Context: an optimization exercise on an open-source flow, tuned for small area, a short achievable clock period and few clock cycles. The choices shown serve that exercise and are no tape-out recipe.
Function was checked by simulation only, so behaviour that the tests miss may differ from the original.
Power figures rest on the tool's default switching activity, not on a simulated workload.

==> inputs of run a <==
## periodic_can_frame_scheduler_core
module periodic_can_frame_scheduler_core #(
    parameter int MAX_MSGS = pcfs_pkg::DEF_MAX_MSGS
) (
    input  logic                          i_clk,
    input  logic                          i_rst_n,
    input  logic                          start,
    output logic                          busy,
    input  logic [pcfs_pkg::KIND_W-1:0]   i_kind,
    input  logic [pcfs_pkg::TIME_W-1:0]   i_now_ms,
    input  logic                          i_ignition_on,
    input  logic [pcfs_pkg::RAW_W-1:0]    i_raw_id,
    input  logic [pcfs_pkg::PER_W-1:0]    i_period_ms,
    input  logic [pcfs_pkg::DATA_W-1:0]   i_payload,
    output logic                          o_strobe,
    output logic                          o_bus_select,
    output logic [pcfs_pkg::ID_W-1:0]     o_frame_id,
    output logic [pcfs_pkg::DATA_W-1:0]   o_frame_data,
    output logic                          o_last
);
    localparam int CNT_W = $clog2(MAX_MSGS + 1);
    logic [CNT_W-1:0]             r_count;
    logic [pcfs_pkg::TIME_W-1:0]  r_cmp;
    logic                         r_eval;
    logic                         r_busy;
    logic                         r_strobe;
    logic [MAX_MSGS-1:0]          r_sel;
  ...
==> module pcfs_cell, before the edit <==
module pcfs_cell (
    input  logic                          i_clk,
    input  logic                          i_rst_n,
    input  logic                          i_wr,
    input  logic [pcfs_pkg::PER_W-1:0]    i_wr_period,
    input  logic [pcfs_pkg::FRAME_W-1:0]  i_wr_frame,
    input  logic                          i_send,
    input  logic [pcfs_pkg::TIME_W-1:0]   i_now,
    output logic                          o_due,
    output logic [pcfs_pkg::FRAME_W-1:0]  o_frame
);
    logic [pcfs_pkg::TIME_W-1:0] r_last_sent;
    logic [pcfs_pkg::PER_W-1:0]  r_period;
    logic [pcfs_pkg::FRAME_W-1:0] r_frame;
    logic [pcfs_pkg::TIME_W-1:0] elapsed;
    always_ff @(posedge i_clk) begin
        if (!i_rst_n) begin
            r_last_sent <= '0;
        end else if (i_send) begin
            r_last_sent <= i_now;
        end
    end
    always_ff @(posedge i_clk) begin
        if (i_wr) begin
            r_period <= i_wr_period;
            r_frame  <= i_wr_frame;
        end
    end
    assign elapsed = i_now - r_last_sent;
    assign o_due   = (elapsed > {{(pcfs_pkg::TIME_W - pcfs_pkg::PER_W){1'b0}}, r_period});
    assign o_frame = r_frame;
endmodule
==> module periodic_can_frame_scheduler_core, before the edit <==
module periodic_can_frame_scheduler_core #(
    parameter int MAX_MSGS = pcfs_pkg::DEF_MAX_MSGS
) (
    input  logic                          i_clk,
    input  logic                          i_rst_n,
    input  logic                          start,
    output logic                          busy,
    input  logic [pcfs_pkg::KIND_W-1:0]   i_kind,
    input  logic [pcfs_pkg::TIME_W-1:0]   i_now_ms,
    input  logic                          i_ignition_on,
    input  logic [pcfs_pkg::RAW_W-1:0]    i_raw_id,
    input  logic [pcfs_pkg::PER_W-1:0]    i_period_ms,
    input  logic [pcfs_pkg::DATA_W-1:0]   i_payload,
    output logic                          o_strobe,
    output logic                          o_bus_select,
    output logic [pcfs_pkg::ID_W-1:0]     o_frame_id,
    output logic [pcfs_pkg::DATA_W-1:0]   o_frame_data,
    output logic                          o_last
);
    localparam int CNT_W = $clog2(MAX_MSGS + 1);
    logic [CNT_W-1:0]             r_count;
    logic [pcfs_pkg::TIME_W-1:0]  r_cmp;
    logic                         r_eval;
    logic                         r_busy;
    logic                         r_strobe;
    logic [MAX_MSGS-1:0]          r_sel;
    logic [MAX_MSGS-1:0]          r_rem;
    logic [MAX_MSGS-1:0]          due;
    logic [MAX_MSGS-1:0]          dmask;
    logic [MAX_MSGS-1:0]          dfirst;
    logic [MAX_MSGS-1:0]          rfirst;
    logic [MAX_MSGS-1:0]          send;
    logic [pcfs_pkg::FRAME_W-1:0] frame_q [MAX_MSGS];
    logic [pcfs_pkg::FRAME_W-1:0] frame_out;
    logic [pcfs_pkg::PER_W-1:0]   wr_period;
    logic                         acc;
    logic                         tick_acc;
    logic                         add_acc;
    logic                         hit;
    logic                         live;
    logic                         resolve;
    assign acc       = start && !r_busy;
    assign tick_acc  = acc && (i_kind == pcfs_pkg::KIND_TICK);
    assign add_acc   = acc && (i_kind == pcfs_pkg::KIND_ADD) &&
                       (r_count < CNT_W'(MAX_MSGS));
    assign hit       = (i_now_ms == r_cmp);
    assign live      = i_ignition_on && (r_count != '0);
    assign resolve   = r_eval || (tick_acc && live && hit);
    assign wr_period = (i_period_ms < pcfs_pkg::MIN_PERIOD) ? pcfs_pkg::MIN_PERIOD
                                                            : i_period_ms;
    always_comb begin
        for (int k = 0; k < MAX_MSGS; k++) begin
            dmask[k] = due[k] && (k < int'(r_count));
        end
    end
    assign dfirst = dmask & (~dmask + MAX_MSGS'(1));
    assign rfirst = r_rem & (~r_rem + MAX_MSGS'(1));
    assign send   = resolve ? dmask : '0;
    for (genvar k = 0; k < MAX_MSGS; k++) begin : g_cell
        pcfs_cell u_cell (
            .i_clk       (i_clk),
            .i_rst_n     (i_rst_n),
            .i_wr        (add_acc && (r_count == CNT_W'(k))),
            .i_wr_period (wr_period),
            .i_wr_frame  ({i_raw_id[pcfs_pkg::BUS_BIT], i_raw_id[pcfs_pkg::ID_W-1:0],
                           i_payload}),
            .i_send      (send[k]),
            .i_now       (r_cmp),
            .o_due       (due[k]),
            .o_frame     (frame_q[k])
        );
    end
    always_ff @(posedge i_clk) begin
        if (!i_rst_n) begin
            r_count  <= '0;
            r_cmp    <= '0;
            r_eval   <= 1'b0;
            r_busy   <= 1'b0;
            r_strobe <= 1'b0;
            r_sel    <= '0;
            r_rem    <= '0;
        end else begin
            r_eval <= 1'b0;
            if (add_acc) begin
                r_count <= r_count + CNT_W'(1);
            end
            if (acc && (i_kind == pcfs_pkg::KIND_CLEAR)) begin
                r_count <= '0;
            end
            if (tick_acc) begin
                r_cmp <= hit ? (r_cmp + pcfs_pkg::TIME_W'(1)) : i_now_ms;
            end else if (r_eval) begin
                r_cmp <= r_cmp + pcfs_pkg::TIME_W'(1);
            end
            if (resolve) begin
                r_sel    <= dfirst;
                r_rem    <= dmask & ~dfirst;
                r_strobe <= (dmask != '0);
                r_busy   <= ((dmask & ~dfirst) != '0);
            end else if (tick_acc && live) begin
                r_eval   <= 1'b1;
                r_sel    <= '0;
                r_rem    <= '0;
                r_strobe <= 1'b0;
                r_busy   <= 1'b1;
            end else begin
                r_sel    <= rfirst;
                r_rem    <= r_rem & ~rfirst;
                r_strobe <= (r_rem != '0);
                r_busy   <= ((r_rem & ~rfirst) != '0);
            end
        end
    end
    always_comb begin
        frame_out = '0;
        for (int k = 0; k < MAX_MSGS; k++) begin
            frame_out = frame_out | (r_sel[k] ? frame_q[k] : '0);
        end
    end
    assign busy         = r_busy;
    assign o_strobe     = r_strobe;
    assign o_last       = !r_busy;
    assign o_bus_select = frame_out[pcfs_pkg::FRAME_W-1];
    assign o_frame_id   = frame_out[pcfs_pkg::DATA_W +: pcfs_pkg::ID_W];
    assign o_frame_data = frame_out[pcfs_pkg::DATA_W-1:0];
endmodule
==> flow/config.mk <==
export PLATFORM = sky130hd
export DESIGN_NAME = periodic_can_frame_scheduler_core
export DESIGN_NICKNAME = periodic_can_frame_scheduler_core
export VERILOG_FILES = /design/flow/design.v
export SDC_FILE = /design/flow/constraint.sdc
export NUM_CORES = 4
export LEC_CHECK = 0
export CAP_MARGIN = 20
export CORE_MARGIN = 2
export CORE_UTILIZATION = 45
export SLEW_MARGIN = 20
==> flow/constraint.sdc <==
create_clock -name core_clock -period 6.0 [get_ports {i_clk}]
set_input_delay 1.2000 -clock core_clock [delete_from_list [all_inputs] [get_ports {i_clk}]]
set_output_delay 1.2000 -clock core_clock [all_outputs]
set_load 0.01 [all_outputs]
run.sh (not shown) runs the stock make flow with config.mk's settings and CLKGATE_MAP_FILE= SYNTH_SCRIPT=/design/flow/synth_recipe.tcl, a recipe that flattens the netlist after the stock synthesis.
==> run b: changes against run a <==
--- a/flow/design.v
+++ b/flow/design.v
@@ -16,22 +16,21 @@
 module pcfs_cell (
     input  logic                          i_clk,
-    input  logic                          i_rst_n,
     input  logic                          i_wr,
     input  logic [pcfs_pkg::PER_W-1:0]    i_wr_period,
     input  logic [pcfs_pkg::FRAME_W-1:0]  i_wr_frame,
-    input  logic                          i_send,
-    input  logic [pcfs_pkg::TIME_W-1:0]   i_now,
+    input  logic                          i_ls_wr,
+    input  logic [pcfs_pkg::TIME_W-1:0]   i_ls_data,
+    input  logic [pcfs_pkg::TIME_W-1:0]   i_t,
+    input  logic [pcfs_pkg::TIME_W-pcfs_pkg::PER_W-1:0] i_t_hi_m1,
     output logic                          o_due,
     output logic [pcfs_pkg::FRAME_W-1:0]  o_frame
 );
-    logic [pcfs_pkg::TIME_W-1:0] r_last_sent;
-    logic [pcfs_pkg::PER_W-1:0]  r_period;
+    localparam int LO = pcfs_pkg::PER_W;
+    logic [pcfs_pkg::TIME_W-1:0]  r_last_sent;
+    logic [pcfs_pkg::PER_W-1:0]   r_period;
     logic [pcfs_pkg::FRAME_W-1:0] r_frame;
-    logic [pcfs_pkg::TIME_W-1:0] elapsed;
-    always_ff @(posedge i_clk) begin
-        if (!i_rst_n) begin
-            r_last_sent <= '0;
-        end else if (i_send) begin
-            r_last_sent <= i_now;
+    always_ff @(posedge i_clk) begin
+        if (i_ls_wr) begin
+            r_last_sent <= i_ls_data;
         end
     end
@@ -42,6 +41,27 @@
         end
     end
-    assign elapsed = i_now - r_last_sent;
-    assign o_due   = (elapsed > {{(pcfs_pkg::TIME_W - pcfs_pkg::PER_W){1'b0}}, r_period});
+    logic [LO-1:0] tl, ll, pp, s, cy;
+    logic          borrow, c_lo, w_lo, w_hi;
+    logic          eq0, eq1;
+    always_comb begin
+        tl = i_t[LO-1:0];
+        ll = r_last_sent[LO-1:0];
+        pp = r_period;
+        borrow = 1'b0;
+        for (int i = 0; i < LO; i++) begin
+            borrow = (~tl[i] & ll[i]) | (~(tl[i] ^ ll[i]) & borrow);
+        end
+        s  = tl ^ ~ll ^ ~pp;
+        cy = (tl & ~ll) | (tl & ~pp) | (~ll & ~pp);
+        c_lo = s[0];
+        for (int i = 1; i < LO; i++) begin
+            c_lo = (s[i] & cy[i-1]) | ((s[i] ^ cy[i-1]) & c_lo);
+        end
+        w_lo = cy[LO-1] ^ c_lo;
+        w_hi = cy[LO-1] & c_lo;
+    end
+    assign eq0 = (i_t[pcfs_pkg::TIME_W-1:LO] == r_last_sent[pcfs_pkg::TIME_W-1:LO]);
+    assign eq1 = (i_t_hi_m1 == r_last_sent[pcfs_pkg::TIME_W-1:LO]);
+    assign o_due   = !(borrow ? (eq1 && !w_hi && !w_lo) : (eq0 && !w_hi));
     assign o_frame = r_frame;
 endmodule
@@ -66,7 +86,12 @@
 );
     localparam int CNT_W = $clog2(MAX_MSGS + 1);
+    localparam int TW    = pcfs_pkg::TIME_W;
+    localparam int LO    = pcfs_pkg::PER_W;
     logic [CNT_W-1:0]             r_count;
-    logic [pcfs_pkg::TIME_W-1:0]  r_cmp;
-    logic                         r_eval;
+    logic [TW-1:0]                r_t;
+    logic                         r_dv;
+    logic [MAX_MSGS-1:0]          r_due;
+    logic                         r_ev1;
+    logic                         r_ev2;
     logic                         r_busy;
     logic                         r_strobe;
@@ -74,8 +99,12 @@
     logic [MAX_MSGS-1:0]          r_rem;
     logic [MAX_MSGS-1:0]          due;
-    logic [MAX_MSGS-1:0]          dmask;
+    logic [MAX_MSGS-1:0]          gt;
     logic [MAX_MSGS-1:0]          dfirst;
     logic [MAX_MSGS-1:0]          rfirst;
-    logic [MAX_MSGS-1:0]          send;
+    logic [MAX_MSGS-1:0]          sent;
+    logic [TW-1:0]                t_m1;
+    logic [TW-1:0]                t_exp;
+    logic [TW-1:0]                ls_data;
+    logic [TW-LO-1:0]             t_hi_m1;
     logic [pcfs_pkg::FRAME_W-1:0] frame_q [MAX_MSGS];
     logic [pcfs_pkg::FRAME_W-1:0] frame_out;
@@ -84,5 +113,6 @@
     logic                         tick_acc;
     logic                         add_acc;
-    logic                         hit;
+    logic                         clr_acc;
+    logic                         on_time;
     logic                         live;
     logic                         resolve;
@@ -91,27 +121,33 @@
     assign add_acc   = acc && (i_kind == pcfs_pkg::KIND_ADD) &&
                        (r_count < CNT_W'(MAX_MSGS));
-    assign hit       = (i_now_ms == r_cmp);
+    assign clr_acc   = acc && (i_kind == pcfs_pkg::KIND_CLEAR);
     assign live      = i_ignition_on && (r_count != '0);
-    assign resolve   = r_eval || (tick_acc && live && hit);
     assign wr_period = (i_period_ms < pcfs_pkg::MIN_PERIOD) ? pcfs_pkg::MIN_PERIOD
                                                             : i_period_ms;
+    assign t_m1    = r_t - TW'(1);
+    assign t_exp   = r_dv ? t_m1 : r_t;
+    assign t_hi_m1 = r_t[TW-1:LO] - (TW-LO)'(1);
+    assign on_time = (i_now_ms == t_exp);
+    assign resolve = r_ev2 || (tick_acc && live && r_dv && on_time);
+    assign sent    = resolve ? r_due : '0;
+    assign ls_data = i_rst_n ? t_m1 : '0;
     always_comb begin
         for (int k = 0; k < MAX_MSGS; k++) begin
-            dmask[k] = due[k] && (k < int'(r_count));
-        end
-    end
-    assign dfirst = dmask & (~dmask + MAX_MSGS'(1));
+            gt[k] = due[k] && (k < int'(r_count));
+        end
+    end
+    assign dfirst = r_due & (~r_due + MAX_MSGS'(1));
     assign rfirst = r_rem & (~r_rem + MAX_MSGS'(1));
-    assign send   = resolve ? dmask : '0;
     for (genvar k = 0; k < MAX_MSGS; k++) begin : g_cell
         pcfs_cell u_cell (
             .i_clk       (i_clk),
-            .i_rst_n     (i_rst_n),
             .i_wr        (add_acc && (r_count == CNT_W'(k))),
             .i_wr_period (wr_period),
             .i_wr_frame  ({i_raw_id[pcfs_pkg::BUS_BIT], i_raw_id[pcfs_pkg::ID_W-1:0],
                            i_payload}),
-            .i_send      (send[k]),
-            .i_now       (r_cmp),
+            .i_ls_wr     (sent[k] || !i_rst_n),
+            .i_ls_data   (ls_data),
+            .i_t         (r_t),
+            .i_t_hi_m1   (t_hi_m1),
             .o_due       (due[k]),
             .o_frame     (frame_q[k])
@@ -120,7 +156,42 @@
     always_ff @(posedge i_clk) begin
         if (!i_rst_n) begin
-            r_count  <= '0;
-            r_cmp    <= '0;
-            r_eval   <= 1'b0;
+            r_count <= '0;
+        end else if (clr_acc) begin
+            r_count <= '0;
+        end else if (add_acc) begin
+            r_count <= r_count + CNT_W'(1);
+        end
+    end
+    always_ff @(posedge i_clk) begin
+        if (!i_rst_n) begin
+            r_t   <= '0;
+            r_dv  <= 1'b0;
+            r_due <= '0;
+        end else if (resolve) begin
+            r_due <= gt & ~sent;
+            r_t   <= r_t + TW'(1);
+        end else if (r_ev1 || (tick_acc && !r_dv && on_time)) begin
+            r_due <= gt;
+            r_dv  <= 1'b1;
+            r_t   <= r_t + TW'(1);
+        end else if (tick_acc && !on_time) begin
+            r_t   <= i_now_ms;
+            r_dv  <= 1'b0;
+        end else if (tick_acc) begin
+            r_due <= gt;
+            r_t   <= r_t + TW'(1);
+        end else if (add_acc || clr_acc) begin
+            r_t   <= t_exp;
+            r_dv  <= 1'b0;
+        end else if (!r_dv && !r_busy) begin
+            r_due <= gt;
+            r_dv  <= 1'b1;
+            r_t   <= r_t + TW'(1);
+        end
+    end
+    always_ff @(posedge i_clk) begin
+        if (!i_rst_n) begin
+            r_ev1    <= 1'b0;
+            r_ev2    <= 1'b0;
             r_busy   <= 1'b0;
             r_strobe <= 1'b0;
@@ -128,23 +199,14 @@
             r_rem    <= '0;
         end else begin
-            r_eval <= 1'b0;
-            if (add_acc) begin
-                r_count <= r_count + CNT_W'(1);
-            end
-            if (acc && (i_kind == pcfs_pkg::KIND_CLEAR)) begin
-                r_count <= '0;
-            end
-            if (tick_acc) begin
-                r_cmp <= hit ? (r_cmp + pcfs_pkg::TIME_W'(1)) : i_now_ms;
-            end else if (r_eval) begin
-                r_cmp <= r_cmp + pcfs_pkg::TIME_W'(1);
-            end
+            r_ev1 <= 1'b0;
+            r_ev2 <= 1'b0;
             if (resolve) begin
                 r_sel    <= dfirst;
-                r_rem    <= dmask & ~dfirst;
-                r_strobe <= (dmask != '0);
-                r_busy   <= ((dmask & ~dfirst) != '0);
-            end else if (tick_acc && live) begin
-                r_eval   <= 1'b1;
+                r_rem    <= r_due & ~dfirst;
+                r_strobe <= (r_due != '0);
+                r_busy   <= ((r_due & ~dfirst) != '0);
+            end else if (r_ev1 || (tick_acc && live)) begin
+                r_ev1    <= tick_acc && !on_time;
+                r_ev2    <= r_ev1 || on_time;
                 r_sel    <= '0;
                 r_rem    <= '0;
--- a/flow/config.mk
+++ b/flow/config.mk
@@ -6,6 +6,8 @@
 export NUM_CORES = 4
 export LEC_CHECK = 0
+export ABC_CLOCK_PERIOD_IN_PS = 3500
 export CAP_MARGIN = 20
 export CORE_MARGIN = 2
 export CORE_UTILIZATION = 45
+export SETUP_SLACK_MARGIN = 2.0
 export SLEW_MARGIN = 20
==> notes <==
Against run b, the global-route usage of run a is lower by 0.65 points.
Of run a and run b, run a has the higher count of clock-buffer cells in the layout (gap 32).
Of run b and run a, run a has the higher final cell count (gap about 27%, measured against run a).
Run b completed with no timing, DRC or antenna violations. Run a passed the timing, design-rule and antenna checks.
Between run a and run b, the lower via count is in run b (gap about 32%, measured against run b).
In run b the synthesized cell count is smaller than in run a, by about 35%.
Between run b and run a, the lower clock power is in run b (gap about 9%, measured against run a).
Power: run a is smaller than run b (7.3%).
==> figures <==
quantity                                                                     run a        run b
Run status                                        no timing/DRC/antenna violations  no timing/DRC/antenna violations
Combinational group power                                                0.00327 W    0.00614 W
Depth of the critical timing path with buffers and inverters included           25           24
Peak Freq                                                                0.172 GHz    0.197 GHz
Clock buffers created by TritonCTS                                             266          236
Sequential cell area share                                                   46.0%        54.1%
Drt first-iter violations                                                     8466         8406
Num Clock Sinks                                                               2311         2329
Number of inserted diodes                                                       12            9
Footprint of the multi-input gates                                     50700 sq um  35600 sq um
Proportion of power drawn by the clock network                               43.9%        37.1%
Proportion of cell area occupied by multi-input gates                        36.6%        27.8%
Maximum ir drop on the vdd rail                                           0.310 mV     0.295 mV
Setup Fix Bufs, Post-CTS                                                        17          197
Launching element of the worst setup path                                 r_cmp[6]       r_t[1]
Testbench counts of run a, summed over its fixed seeds: cycles 5,964.
Testbench counts of run b, summed over its fixed seeds: cycles 6,117.

separate check: timing with driven ports:
Ports are ideal in the flow. The routed layouts listed here were re-timed in OpenROAD.
Step 1 (the two cells are an assumption about what drives the block):
set clk [get_ports {i_clk}]
set_driving_cell -lib_cell sky130_fd_sc_hd__clkbuf_16 $clk
set_driving_cell -lib_cell sky130_fd_sc_hd__buf_2 [delete_from_list [all_inputs] $clk]
Step 2 times the ports against the registers' clock, not the clock port: input delays grow and output delays shrink by t, the midpoint of the rising clock arrivals with the driver on.
a / b / c = ideal ports / drivers / drivers and shift; a / b = the first two.
| run | shift t [ns] | setup slack, ns | latest minus earliest clock arrival (ns) | cell pins on the clock port's net |
|---|---|---|---|---|
| run a | 0.950 | 0.189 / 0.189 / 0.189 | 0.074 / 0.073 | 1 |
| run b | 0.980 | 0.926 / 0.926 / 0.645 | 0.106 / 0.106 | 1 |
After both steps setup and hold are still met in every run listed. For run b, which loses most, drivers alone change the setup slack by 0.000 ns; drivers and shift together by -0.281 ns.
